Background: an optimization exercise with open tools, aiming at small area, a short achievable clock period and few clock cycles per item. Do not read the settings as production practice.
At most, simulation tests tie the RTL to the original design; equivalence was not proved.

==> module fp_alu, before the edit <==
module fp_alu (
    input  logic      clk,
    input  logic      rst,
    input  logic      start,
    input  fp_pkg::fp_word_t  op_a,
    input  fp_pkg::fp_word_t  op_b,
    input  fp_pkg::fp_op_t    op_code,
    output fp_pkg::fp_word_t  result,
    output fp_pkg::fp_flags_t flags,
    output logic      valid_out
);
    fp_pkg::fp_class_t cls_a;
    fp_pkg::fp_class_t cls_b;
    fp_pkg::fp_word_t  add_result;
    fp_pkg::fp_flags_t add_flags;
    fp_pkg::fp_word_t  mul_result;
    fp_pkg::fp_flags_t mul_flags;
    fp_pkg::fp_word_t  sel_result;
    fp_pkg::fp_flags_t sel_flags;
    fp_unpack i_unpack_a (.word(op_a), .cls(cls_a));
    fp_unpack i_unpack_b (.word(op_b), .cls(cls_b));
    fp_add_sub i_add_sub (
        .a        (cls_a),
        .b        (cls_b),
        .subtract (op_code == fp_pkg::OP_SUB),
        .result   (add_result),
        .flags    (add_flags)
    );
    fp_mul i_mul (
        .a      (cls_a),
        .b      (cls_b),
        .result (mul_result),
        .flags  (mul_flags)
    );
    always_comb begin
        sel_result = fp_pkg::QNAN;
        sel_flags  = 3'b100;
        case (op_code)
            fp_pkg::OP_ADD, fp_pkg::OP_SUB: begin
                sel_result = mul_result;
                sel_flags  = mul_flags;
            end
            fp_pkg::OP_MUL: begin
                sel_result = mul_result;
                sel_flags  = mul_flags;
            end
            default: ;
        endcase
    end
    always_ff @(posedge clk) begin
        result <= sel_result;
        flags  <= sel_flags;
    end
    always_ff @(posedge clk or posedge rst) begin
        if (rst)
            valid_out <= 1'b0;
        else
            valid_out <= start;
    end
endmodule
clock: 15.0 ns
lec_check: 0
abc_area: 1
cap_margin: 20
core_margin: 2
core_utilization: 40
setup_slack_margin: 4
slew_margin: 20
run.sh (not shown) runs the stock make flow with config.mk's settings and CLKGATE_MAP_FILE= SYNTH_SCRIPT=/design/flow/synth_recipe.tcl, a recipe that flattens the netlist after the stock synthesis.
The first run completed with no timing, DRC or antenna violations.
Next try:
--- a/flow/design.v
+++ b/flow/design.v
@@ -2200,6 +2200,6 @@
         case (op_code)
             fp_pkg::OP_ADD, fp_pkg::OP_SUB: begin
-                sel_result = mul_result;
-                sel_flags  = mul_flags;
+                sel_result = add_result;
+                sel_flags  = add_flags;
             end
             fp_pkg::OP_MUL: begin
Result: Via count rose by 70%; hold slack loses 0.0071 ns; cell area rose by 57%; synthesized area rose by 44%; routed wire length rose by 84%; maximum frequency fell by 2.9%; clock-buffer cell count fell by 2; first-iteration DRC count rose by 120%; sequential cell count is unchanged.
No functional check of the RTL was part of any run of this note.

* * *

Setup of harbor:
Another version of the RTL of fp_alu (not shown whole).
Size: about 1,500 cells after synthesis, roughly 110 I/O pins, about 8700 um^2 of cells after synthesis.
==> module fp_prefix_add, before the edit <==
module fp_prefix_add #(
    parameter int W = 8
) (
    input  logic [W-1:0] a,
    input  logic [W-1:0] b,
    input  logic         cin,
    output logic [W-1:0] sum,
    output logic         cout
);
    localparam int L = $clog2(W);
    logic [W-1:0] p;
    logic [W-1:0] g;
    logic [W-1:0] pg_p [0:L];
    logic [W-1:0] pg_g [0:L];
    assign p = a ^ b;
    assign g = a & b;
    always_comb begin
        pg_p[0]    = p;
        pg_g[0]    = g;
        pg_g[0][0] = g[0] | (p[0] & cin);
        for (int l = 0; l < L; l++) begin
            pg_p[l+1] = pg_p[l];
            pg_g[l+1] = pg_g[l];
            for (int j = 0; j < W; j++) begin
                if ((j >> l) & 1) begin
                    pg_g[l+1][j] = pg_g[l][j] | (pg_p[l][j] & pg_g[l][((j >> l) << l) - 1]);
                    pg_p[l+1][j] = pg_p[l][j] & pg_p[l][((j >> l) << l) - 1];
                end
            end
        end
    end
    assign sum  = p ^ {pg_g[L][W-2:0], cin};
    assign cout = pg_g[L][W-1];
endmodule
==> module fp_alu, before the edit <==
module fp_alu (
    input  logic      clk,
    input  logic      rst,
    input  logic      start,
    input  fp_pkg::fp_word_t  op_a,
    input  fp_pkg::fp_word_t  op_b,
    input  fp_pkg::fp_op_t    op_code,
    output fp_pkg::fp_word_t  result,
    output fp_pkg::fp_flags_t flags,
    output logic      valid_out
);
    fp_pkg::fp_class_t cls_a;
    fp_pkg::fp_class_t cls_b;
    fp_pkg::fp_word_t  add_result;
    fp_pkg::fp_flags_t add_flags;
    fp_pkg::fp_word_t  mul_result;
    fp_pkg::fp_flags_t mul_flags;
    fp_pkg::fp_word_t  sel_result;
    fp_pkg::fp_flags_t sel_flags;
    fp_unpack i_unpack_a (.word(op_a), .cls(cls_a));
    fp_unpack i_unpack_b (.word(op_b), .cls(cls_b));
    fp_add_sub i_add_sub (
        .a        (cls_a),
        .b        (cls_b),
        .subtract (op_code == fp_pkg::OP_SUB),
        .result   (add_result),
        .flags    (add_flags)
    );
    fp_mul i_mul (
        .a      (cls_a),
        .b      (cls_b),
        .result (mul_result),
        .flags  (mul_flags)
    );
    always_comb begin
        sel_result = fp_pkg::QNAN;
        sel_flags  = 3'b100;
        case (op_code)
            fp_pkg::OP_ADD, fp_pkg::OP_SUB: begin
                sel_result = add_result;
                sel_flags  = add_flags;
            end
            fp_pkg::OP_MUL: begin
                sel_result = add_result;
                sel_flags  = add_flags;
            end
            default: ;
        endcase
    end
    always_ff @(posedge clk) begin
        result <= sel_result;
        flags  <= sel_flags;
    end
    always_ff @(posedge clk or posedge rst) begin
        if (rst)
            valid_out <= 1'b0;
        else
            valid_out <= start;
    end
endmodule
clock: 15.0 ns
lec_check: 0
abc_area: 1
cap_margin: 20
core_margin: 2
core_utilization: 40
setup_slack_margin: 4
slew_margin: 20
[inputs] nickel vs harbor
--- a/flow/design.v
+++ b/flow/design.v
@@ -67,5 +67,5 @@
     output logic         cout
 );
-    localparam int L = $clog2(W);
+    localparam int L = (W > 32) ? 6 : (W > 16) ? 5 : (W > 8) ? 4 : (W > 4) ? 3 : (W > 2) ? 2 : 1;
     logic [W-1:0] p;
     logic [W-1:0] g;
@@ -2204,6 +2204,6 @@
             end
             fp_pkg::OP_MUL: begin
-                sel_result = add_result;
-                sel_flags  = add_flags;
+                sel_result = mul_result;
+                sel_flags  = mul_flags;
             end
             default: ;
Critical path depth, nickel and harbor: lower on harbor
nickel ended up with met5 as its highest metal layer used by the detailed router; harbor ended up with met4.
Any difference in clock transition time at the flip-flop clock pins of the worst setup and hold paths between nickel and harbor is small enough to ignore.
Total routing usage reported by global routing: nickel < harbor
Largest incremental delay on the critical path delta for nickel relative to harbor: 0.08 ns lower
Synthesized cell count, nickel and harbor: lower on harbor
Wire length: nickel vs harbor up 140%
Comparing area after synthesis for nickel and harbor, the bigger number came from nickel.
Testbench counts of nickel, summed over its fixed seeds: cycles 32,008, ops 32,000.
No functional check of the RTL was part of harbor.

==> separate check: timing with driven ports <==
How much do the figures lean on ideal ports? The routed layouts below were timed once more, with nothing changed but the port constraints.
Step 1 assumes that a clkbuf_16 drives the clock port and a buf_2 every other input.
Step 2 times the ports against the registers' clock, not the clock port: input delays grow and output delays shrink by t, the midpoint of the rising clock arrivals with the driver on.
Three values: ideal ports, drivers, drivers and shift; two values: the first two.
run	t (ns)	slack for setup (ns)	worst hold slack (ns)	worst register clock-pin slew, ns	pins driven straight from the clock port
the first run of note 1	0.300	4.578 / 4.587 / 4.287	2.864 / 2.853 / 3.154	0.05 / 0.05	1
the second run of note 1	0.321	4.271 / 4.268 / 3.947	2.857 / 2.841 / 3.162	0.07 / 0.07	1
harbor	0.322	4.287 / 4.293 / 3.972	2.859 / 2.853 / 3.175	0.06 / 0.06	1
nickel	0.321	4.271 / 4.268 / 3.947	2.857 / 2.841 / 3.162	0.07 / 0.07	1
After both steps every run listed still meets setup and hold.
